This is an optimization exercise on Yosys and OpenROAD, whose aim is small area and a short achievable clock period, not a production implementation.
Only simulation tests tie the RTL to the original design; equivalence was not proved.
No activity file was given, so power comes from the tool's default toggle rates.

==> flow/design.v (excerpt) <==
module regfile_sb
#(
  parameter int unsigned XLEN  = XLEN_DEFAULT,
  parameter int unsigned NREGS = NREGS_DEFAULT,
  parameter int unsigned AW    = $clog2(NREGS)
) (
  input  logic            clk,
  input  logic            reset,
  input  logic [AW-1:0]   rg_rd_addr1,
  input  logic [AW-1:0]   rg_rd_addr2,
  output logic [XLEN-1:0] rg_rd_data1,
  output logic [XLEN-1:0] rg_rd_data2,
  output logic            rg_rd_rdy1,
  output logic            rg_rd_rdy2,
  input  logic            issue_en,
  input  logic [AW-1:0]   issue_addr,
  output logic            issue_ok,
  input  logic            rg_wrt_en,
  input  logic [AW-1:0]   rg_wrt_addr,
  input  logic [XLEN-1:0] rg_wrt_data,
  input  logic            flush,
  output logic            wb_unexp
);
==> flow/config.mk <==
export PLATFORM = sky130hd
export DESIGN_NAME = regfile_sb
export DESIGN_NICKNAME = regfile_sb
export VERILOG_FILES = /design/flow/design.v
export SDC_FILE = /design/flow/constraint.sdc
export NUM_CORES = 4
export LEC_CHECK = 0
export CAP_MARGIN = 20
export CORE_MARGIN = 2
export CORE_UTILIZATION = 65
export CTS_BUF_LIST = sky130_fd_sc_hd__clkbuf_4
export CTS_CLUSTER_DIAMETER = 40
export CTS_CLUSTER_SIZE = 8
export SETUP_SLACK_MARGIN = 1.7
export SLEW_MARGIN = 20
export SYNTH_HIERARCHICAL = 1
export SYNTH_MINIMUM_KEEP_SIZE = 0
==> flow/constraint.sdc <==
create_clock -name core_clock -period 6.5 [get_ports {clk}]
set_input_delay 1.3000 -clock core_clock [delete_from_list [all_inputs] [get_ports {clk}]]
set_output_delay 1.3000 -clock core_clock [all_outputs]
set_load 0.01 [all_outputs]
standard.sh (not shown) runs the stock make flow with config.mk's settings and CLKGATE_MAP_FILE= SYNTH_SCRIPT=/design/flow/synth_recipe.tcl, a recipe that flattens the netlist after the stock synthesis.
==> flow/flow/run.sh <==
#!/bin/bash
# Layout flow: the standard ORFS flow (standard.sh) from synthesis to the
# final layout, with one change: the port buffers that placement inserts on
# every input and output are buf_2 cells instead of the resizer's default pick
# (clkdlybuf4s50_1, a delay cell). The full make output goes to flow.log here;
# ORFS writes each step's log under orfs/logs.
set -euo pipefail
bash standard.sh "BUFFER_PORTS_ARGS=-buffer_cell sky130_fd_sc_hd__buf_2" finish > flow.log 2>&1
The first run passed the timing, DRC and antenna checks.
Rerun with:
Settings changed: CORE_UTILIZATION 65 to 55.
Outcome: The new run passed the timing, DRC and antenna checks. Routed wire length climbs by 13%. Final cell count climbs by 5.6%. Final area climbs by 1.4%. Global-route usage drops by 2.8 points. Non-clock buffer count climbs by 46. Total power climbs by 0.92%. Clock-buffer cell count climbs by 3. Synthesized cell count does not change. First-iteration DRC count drops by 4.4%.


The RTL this note starts from:
==> flow/design.v <==
package regfile_pkg;
  localparam int unsigned XLEN_DEFAULT  = 32;
  localparam int unsigned NREGS_DEFAULT = 32;
  typedef logic [XLEN_DEFAULT-1:0]          reg_data_t;
  typedef logic [$clog2(NREGS_DEFAULT)-1:0] reg_addr_t;
  localparam int unsigned ZERO_REG = 0;
endpackage
import regfile_pkg::*;
module regfile_scoreboard
#(
  parameter int unsigned NREGS = NREGS_DEFAULT,
  parameter int unsigned AW    = $clog2(NREGS)
) (
  input  logic             clk_i,
  input  logic             reset_i,
  input  logic             issue_en_i,
  input  logic [AW-1:0]    issue_addr_i,
  input  logic             wrt_en_i,
  input  logic [AW-1:0]    wrt_addr_i,
  input  logic [NREGS-1:1] wrt_load_i,
  input  logic             flush_i,
  output logic [NREGS-1:0] pending_o,
  output logic             issue_ok_o,
  output logic             wb_unexp_o
);
  logic [NREGS-1:1] pending_q, iss_dec;
  logic             wb_unexp_q;
  logic             iss_set, keep, wrt_hit_ok, iss_byp;
  always_comb begin
    for (int i = 1; i < int'(NREGS); i++) iss_dec[i] = (issue_addr_i == AW'(i));
  end
  assign iss_set    = issue_en_i & ~reset_i;
  assign keep       = ~flush_i & ~reset_i;
  assign wrt_hit_ok = wrt_en_i & ~reset_i & (wrt_addr_i != AW'(ZERO_REG));
  assign iss_byp    = wrt_hit_ok & (wrt_addr_i == issue_addr_i);
  always_ff @(posedge clk_i) begin
    for (int i = 1; i < int'(NREGS); i++)
      pending_q[i] <= (iss_dec[i] & iss_set) | (pending_q[i] & keep & ~wrt_load_i[i]);
    wb_unexp_q <= wrt_hit_ok & ~|(wrt_load_i & pending_q);
  end
  assign issue_ok_o = iss_byp | ~|(iss_dec & pending_q);
  assign pending_o  = {pending_q, 1'b0};
  assign wb_unexp_o = wb_unexp_q;
endmodule
import regfile_pkg::*;
module regfile_sb
#(
  parameter int unsigned XLEN  = XLEN_DEFAULT,
  parameter int unsigned NREGS = NREGS_DEFAULT,
  parameter int unsigned AW    = $clog2(NREGS)
) (
  input  logic            clk,
  input  logic            reset,
  input  logic [AW-1:0]   rg_rd_addr1,
  input  logic [AW-1:0]   rg_rd_addr2,
  output logic [XLEN-1:0] rg_rd_data1,
  output logic [XLEN-1:0] rg_rd_data2,
  output logic            rg_rd_rdy1,
  output logic            rg_rd_rdy2,
  input  logic            issue_en,
  input  logic [AW-1:0]   issue_addr,
  output logic            issue_ok,
  input  logic            rg_wrt_en,
  input  logic [AW-1:0]   rg_wrt_addr,
  input  logic [XLEN-1:0] rg_wrt_data,
  input  logic            flush,
  output logic            wb_unexp
);
  logic [3:0]       rd1_lo, rd2_lo, wr_lo;
  logic [7:0]       rd1_hi, rd2_hi, wr_hi;
  logic             wr_ok;
  logic [NREGS-1:1] rd1_sel, rd2_sel, wr_dec_n, wr_en;
  logic             rd1_byp, rd2_byp;
  logic [NREGS-1:0] pending;
  logic [XLEN-1:0]  wrt_data_r;
  logic [NREGS-1:1][XLEN-1:0] mem_q;
  regfile_predec u_pd_rd1 (.addr_i(rg_rd_addr1), .lo_o(rd1_lo), .hi_o(rd1_hi));
  regfile_predec u_pd_rd2 (.addr_i(rg_rd_addr2), .lo_o(rd2_lo), .hi_o(rd2_hi));
  regfile_predec u_pd_wr (.addr_i(rg_wrt_addr), .lo_o(wr_lo), .hi_o(wr_hi));
  regfile_and2b u_wr_ok (.a_n_i(reset), .b_i(rg_wrt_en), .y_o(wr_ok));
  for (genvar i = 1; i < int'(NREGS); i++) begin : g_dec
    regfile_nand3 u_wdec (.a_i({wr_lo[i%4], wr_hi[i/4], wr_ok}), .y_o(wr_dec_n[i]));
    regfile_and3 u_sel1 (.a_i({rd1_lo[i%4], rd1_hi[i/4], wr_dec_n[i]}), .y_o(rd1_sel[i]));
    regfile_and3 u_sel2 (.a_i({rd2_lo[i%4], rd2_hi[i/4], wr_dec_n[i]}), .y_o(rd2_sel[i]));
    regfile_or2b u_wen (.a_i(reset), .b_n_i(wr_dec_n[i]), .y_o(wr_en[i]));
  end
  regfile_bypmatch u_byp1 (
    .rd_addr_i (rg_rd_addr1),
    .wr_addr_i (rg_wrt_addr),
    .wr_en_i   (rg_wrt_en),
    .reset_i   (reset),
    .byp_o     (rd1_byp)
  );
  regfile_bypmatch u_byp2 (
    .rd_addr_i (rg_rd_addr2),
    .wr_addr_i (rg_wrt_addr),
    .wr_en_i   (rg_wrt_en),
    .reset_i   (reset),
    .byp_o     (rd2_byp)
  );
  regfile_gate_data #(.XLEN(XLEN)) u_wdata (
    .data_i  (rg_wrt_data),
    .reset_i (reset),
    .data_o  (wrt_data_r)
  );
  always_ff @(posedge clk) begin
    for (int i = 1; i < int'(NREGS); i++)
      if (wr_en[i]) mem_q[i] <= wrt_data_r;
  end
  regfile_scoreboard #(
    .NREGS (NREGS),
    .AW    (AW)
  ) u_scoreboard (
    .clk_i        (clk),
    .reset_i      (reset),
    .issue_en_i   (issue_en),
    .issue_addr_i (issue_addr),
    .wrt_en_i     (rg_wrt_en),
    .wrt_addr_i   (rg_wrt_addr),
    .wrt_load_i   (wr_en),
    .flush_i      (flush),
    .pending_o    (pending),
    .issue_ok_o   (issue_ok),
    .wb_unexp_o   (wb_unexp)
  );
  logic [XLEN-1:0][NREGS-1:0] col;
  always_comb begin
    for (int b = 0; b < int'(XLEN); b++) begin
      col[b][0] = rg_wrt_data[b];
      for (int i = 1; i < int'(NREGS); i++) col[b][i] = mem_q[i][b];
    end
  end
  for (genvar b = 0; b < int'(XLEN); b++) begin : g_bit
    regfile_rdmux u_rd1 (
      .sel_i  ({rd1_sel, rd1_byp}),
      .data_i (col[b]),
      .y_o    (rg_rd_data1[b])
    );
    regfile_rdmux u_rd2 (
      .sel_i  ({rd2_sel, rd2_byp}),
      .data_i (col[b]),
      .y_o    (rg_rd_data2[b])
    );
  end
  regfile_rdmux #(.INV(1'b1)) u_rdy1 (
    .sel_i  ({rd1_sel, rd1_byp}),
    .data_i ({pending[NREGS-1:1], 1'b0}),
    .y_o    (rg_rd_rdy1)
  );
  regfile_rdmux #(.INV(1'b1)) u_rdy2 (
    .sel_i  ({rd2_sel, rd2_byp}),
    .data_i ({pending[NREGS-1:1], 1'b0}),
    .y_o    (rg_rd_rdy2)
  );
endmodule
module regfile_predec (
  input  logic [4:0] addr_i,
  output logic [3:0] lo_o,
  output logic [7:0] hi_o
);
  always_comb begin
    for (int k = 0; k < 4; k++) lo_o[k] = (addr_i[1:0] == 2'(k));
    for (int k = 0; k < 8; k++) hi_o[k] = (addr_i[4:2] == 3'(k));
  end
endmodule
module regfile_bypmatch (
  input  logic [4:0] rd_addr_i,
  input  logic [4:0] wr_addr_i,
  input  logic       wr_en_i,
  input  logic       reset_i,
  output logic       byp_o
);
  assign byp_o = wr_en_i & ~reset_i & (rd_addr_i == wr_addr_i) & (rd_addr_i != 5'd0);
endmodule
module regfile_gate_data #(
  parameter int unsigned XLEN = 32
) (
  input  logic [XLEN-1:0] data_i,
  input  logic            reset_i,
  output logic [XLEN-1:0] data_o
);
  assign data_o = data_i & {XLEN{~reset_i}};
endmodule
module regfile_rdmux #(
  parameter bit INV = 1'b0
) (
  input  logic [31:0] sel_i,
  input  logic [31:0] data_i,
  output logic        y_o
);
  logic [3:0] g;
  logic [1:0] h;
  for (genvar k = 0; k < 4; k++) begin : g_grp
    regfile_ao8 u_grp (.a_i(sel_i[8*k +: 8]), .b_i(data_i[8*k +: 8]), .y_o(g[k]));
  end
  regfile_nor2 u_nor0 (.a_i(g[1:0]), .y_o(h[0]));
  regfile_nor2 u_nor1 (.a_i(g[3:2]), .y_o(h[1]));
  if (INV) begin : g_inv
    regfile_and2  u_out (.a_i(h), .y_o(y_o));
  end else begin : g_pos
    regfile_nand2 u_out (.a_i(h), .y_o(y_o));
  end
endmodule
module regfile_ao8 (
  input  logic [7:0] a_i,
  input  logic [7:0] b_i,
  output logic       y_o
);
  assign y_o = |(a_i & b_i);
endmodule
module regfile_and3 (
  input  logic [2:0] a_i,
  output logic       y_o
);
  assign y_o = &a_i;
endmodule
module regfile_and2 (
  input  logic [1:0] a_i,
  output logic       y_o
);
  assign y_o = &a_i;
endmodule
module regfile_or2b (
  input  logic a_i,
  input  logic b_n_i,
  output logic y_o
);
  assign y_o = a_i | ~b_n_i;
endmodule
module regfile_nand4 (
  input  logic [3:0] a_i,
  output logic       y_o
);
  assign y_o = ~&a_i;
endmodule
module regfile_nor2 (
  input  logic [1:0] a_i,
  output logic       y_o
);
  assign y_o = ~|a_i;
endmodule
module regfile_nand3 (
  input  logic [2:0] a_i,
  output logic       y_o
);
  assign y_o = ~&a_i;
endmodule
module regfile_and2b (
  input  logic a_n_i,
  input  logic b_i,
  output logic y_o
);
  assign y_o = ~a_n_i & b_i;
endmodule
module regfile_nand2 (
  input  logic [1:0] a_i,
  output logic       y_o
);
  assign y_o = ~&a_i;
endmodule
Settings: LEC_CHECK=0, CAP_MARGIN=20, CORE_MARGIN=2, CORE_UTILIZATION=65, CTS_BUF_LIST=sky130_fd_sc_hd__clkbuf_4, CTS_CLUSTER_DIAMETER=40, CTS_CLUSTER_SIZE=8, SETUP_SLACK_MARGIN=1.5, SLEW_MARGIN=20, SYNTH_HIERARCHICAL=1, SYNTH_MINIMUM_KEEP_SIZE=0; clock period 6.5 ns.
Scripts as last shown in full above: flow/flow/run.sh
The baseline completed without violations.
==> next run, changes <==
==> flow/run.sh (new file) <==
#!/bin/bash
# synth_recipe.tcl (not shown) runs the flow's synth.tcl, then flattens the netlist and writes it again
# the make line also repeats each setting of config.mk as NAME=value (left out here)
make -C /OpenROAD-flow-scripts/flow DESIGN_CONFIG=/design/flow/config.mk WORK_HOME=/design/flow/orfs CLKGATE_MAP_FILE= SYNTH_SCRIPT=/design/flow/synth_recipe.tcl finish
--- a/flow/config.mk
+++ b/flow/config.mk
@@ -9,3 +9,3 @@
 export CORE_MARGIN = 2
-export CORE_UTILIZATION = 65
+export CORE_UTILIZATION = 55
 export CTS_BUF_LIST = sky130_fd_sc_hd__clkbuf_4
removed: flow/flow/run.sh
removed: flow/standard.sh
After rerunning: Setup slack got worse by 100 ps. Synthesized area is unchanged. Total power goes up slightly. Count of clock-buffer cells in the layout goes up by 9. First-iteration DRC count goes down by roughly a tenth. Cell area goes up by a few percent. Via count goes up slightly.
==> next run, changes <==
==> flow/flow/run.sh (new file) <==
#!/bin/bash
# Layout flow: the standard ORFS flow (standard.sh) from synthesis to the
# final layout, with one change: the port buffers that placement inserts on
# every input and output are buf_2 cells instead of the resizer's default pick
# (clkdlybuf4s50_1, a delay cell). The full make output goes to flow.log here;
# ORFS writes each step's log under orfs/logs.
set -euo pipefail
bash standard.sh "BUFFER_PORTS_ARGS=-buffer_cell sky130_fd_sc_hd__buf_2" finish > flow.log 2>&1
==> flow/standard.sh (new file) <==
#!/bin/bash
# synth_recipe.tcl (not shown) runs the flow's synth.tcl, then flattens the netlist and writes it again
# the make line also repeats each setting of config.mk as NAME=value (left out here)
make -C /OpenROAD-flow-scripts/flow DESIGN_CONFIG=/design/flow/config.mk WORK_HOME=/design/flow/orfs CLKGATE_MAP_FILE= SYNTH_SCRIPT=/design/flow/synth_recipe.tcl "${@:-finish}"
removed: flow/run.sh
Result: The changed run finished clean. Combinational power goes down by roughly a tenth. Setup slack is better by 32 ps. Sequential cell count is unchanged. Area after synthesis does not change. Total power came out lower slightly. First-iteration DRC count stays flat. Sequential share of layout area rises by 3.7 points. Wire length rises by a few percent. Core utilization is lower by 4.0 points. Hold slack loses 29 ps.

==> what the ideal ports hide <==
In the flow no input, the clock included, has a driving cell. The finished layouts below were timed again as built, in two steps.
Step 1: set_driving_cell puts a clkbuf_16 on clk and a buf_2 on each other input, an assumption about the parent block.
Step 2 adds t to the input delays and takes it off the output delays; t is the mean of the earliest and latest rising clock arrival at the registers after step 1. Input paths then give back, and output paths get back, about the clock's delay inside the block.
Slacks: no drivers / after step 1 / after step 2; pairs: no drivers / after step 1.
run	t (ns)	setup slack, ns	worst setup path at the end	worst slew at a driven data input, ns
the first run of note 1	1.086	1.629 / 1.606 / 1.606	input to output	0.12
the second run of note 1	1.096	1.587 / 1.546 / 1.546	input to output	0.06
the first run of note 2	1.093	1.465 / 1.438 / 1.438	input to output	0.12
the second run of note 2	1.111	1.363 / 1.334 / 1.334	input to output	0.09
the third run of note 2	1.087	1.395 / 1.366 / 1.366	input to output	0.06
After both steps every run listed still meets setup and hold. For the second run of note 1, which loses most, drivers alone change the setup slack by -0.041 ns; drivers and shift together by -0.041 ns.
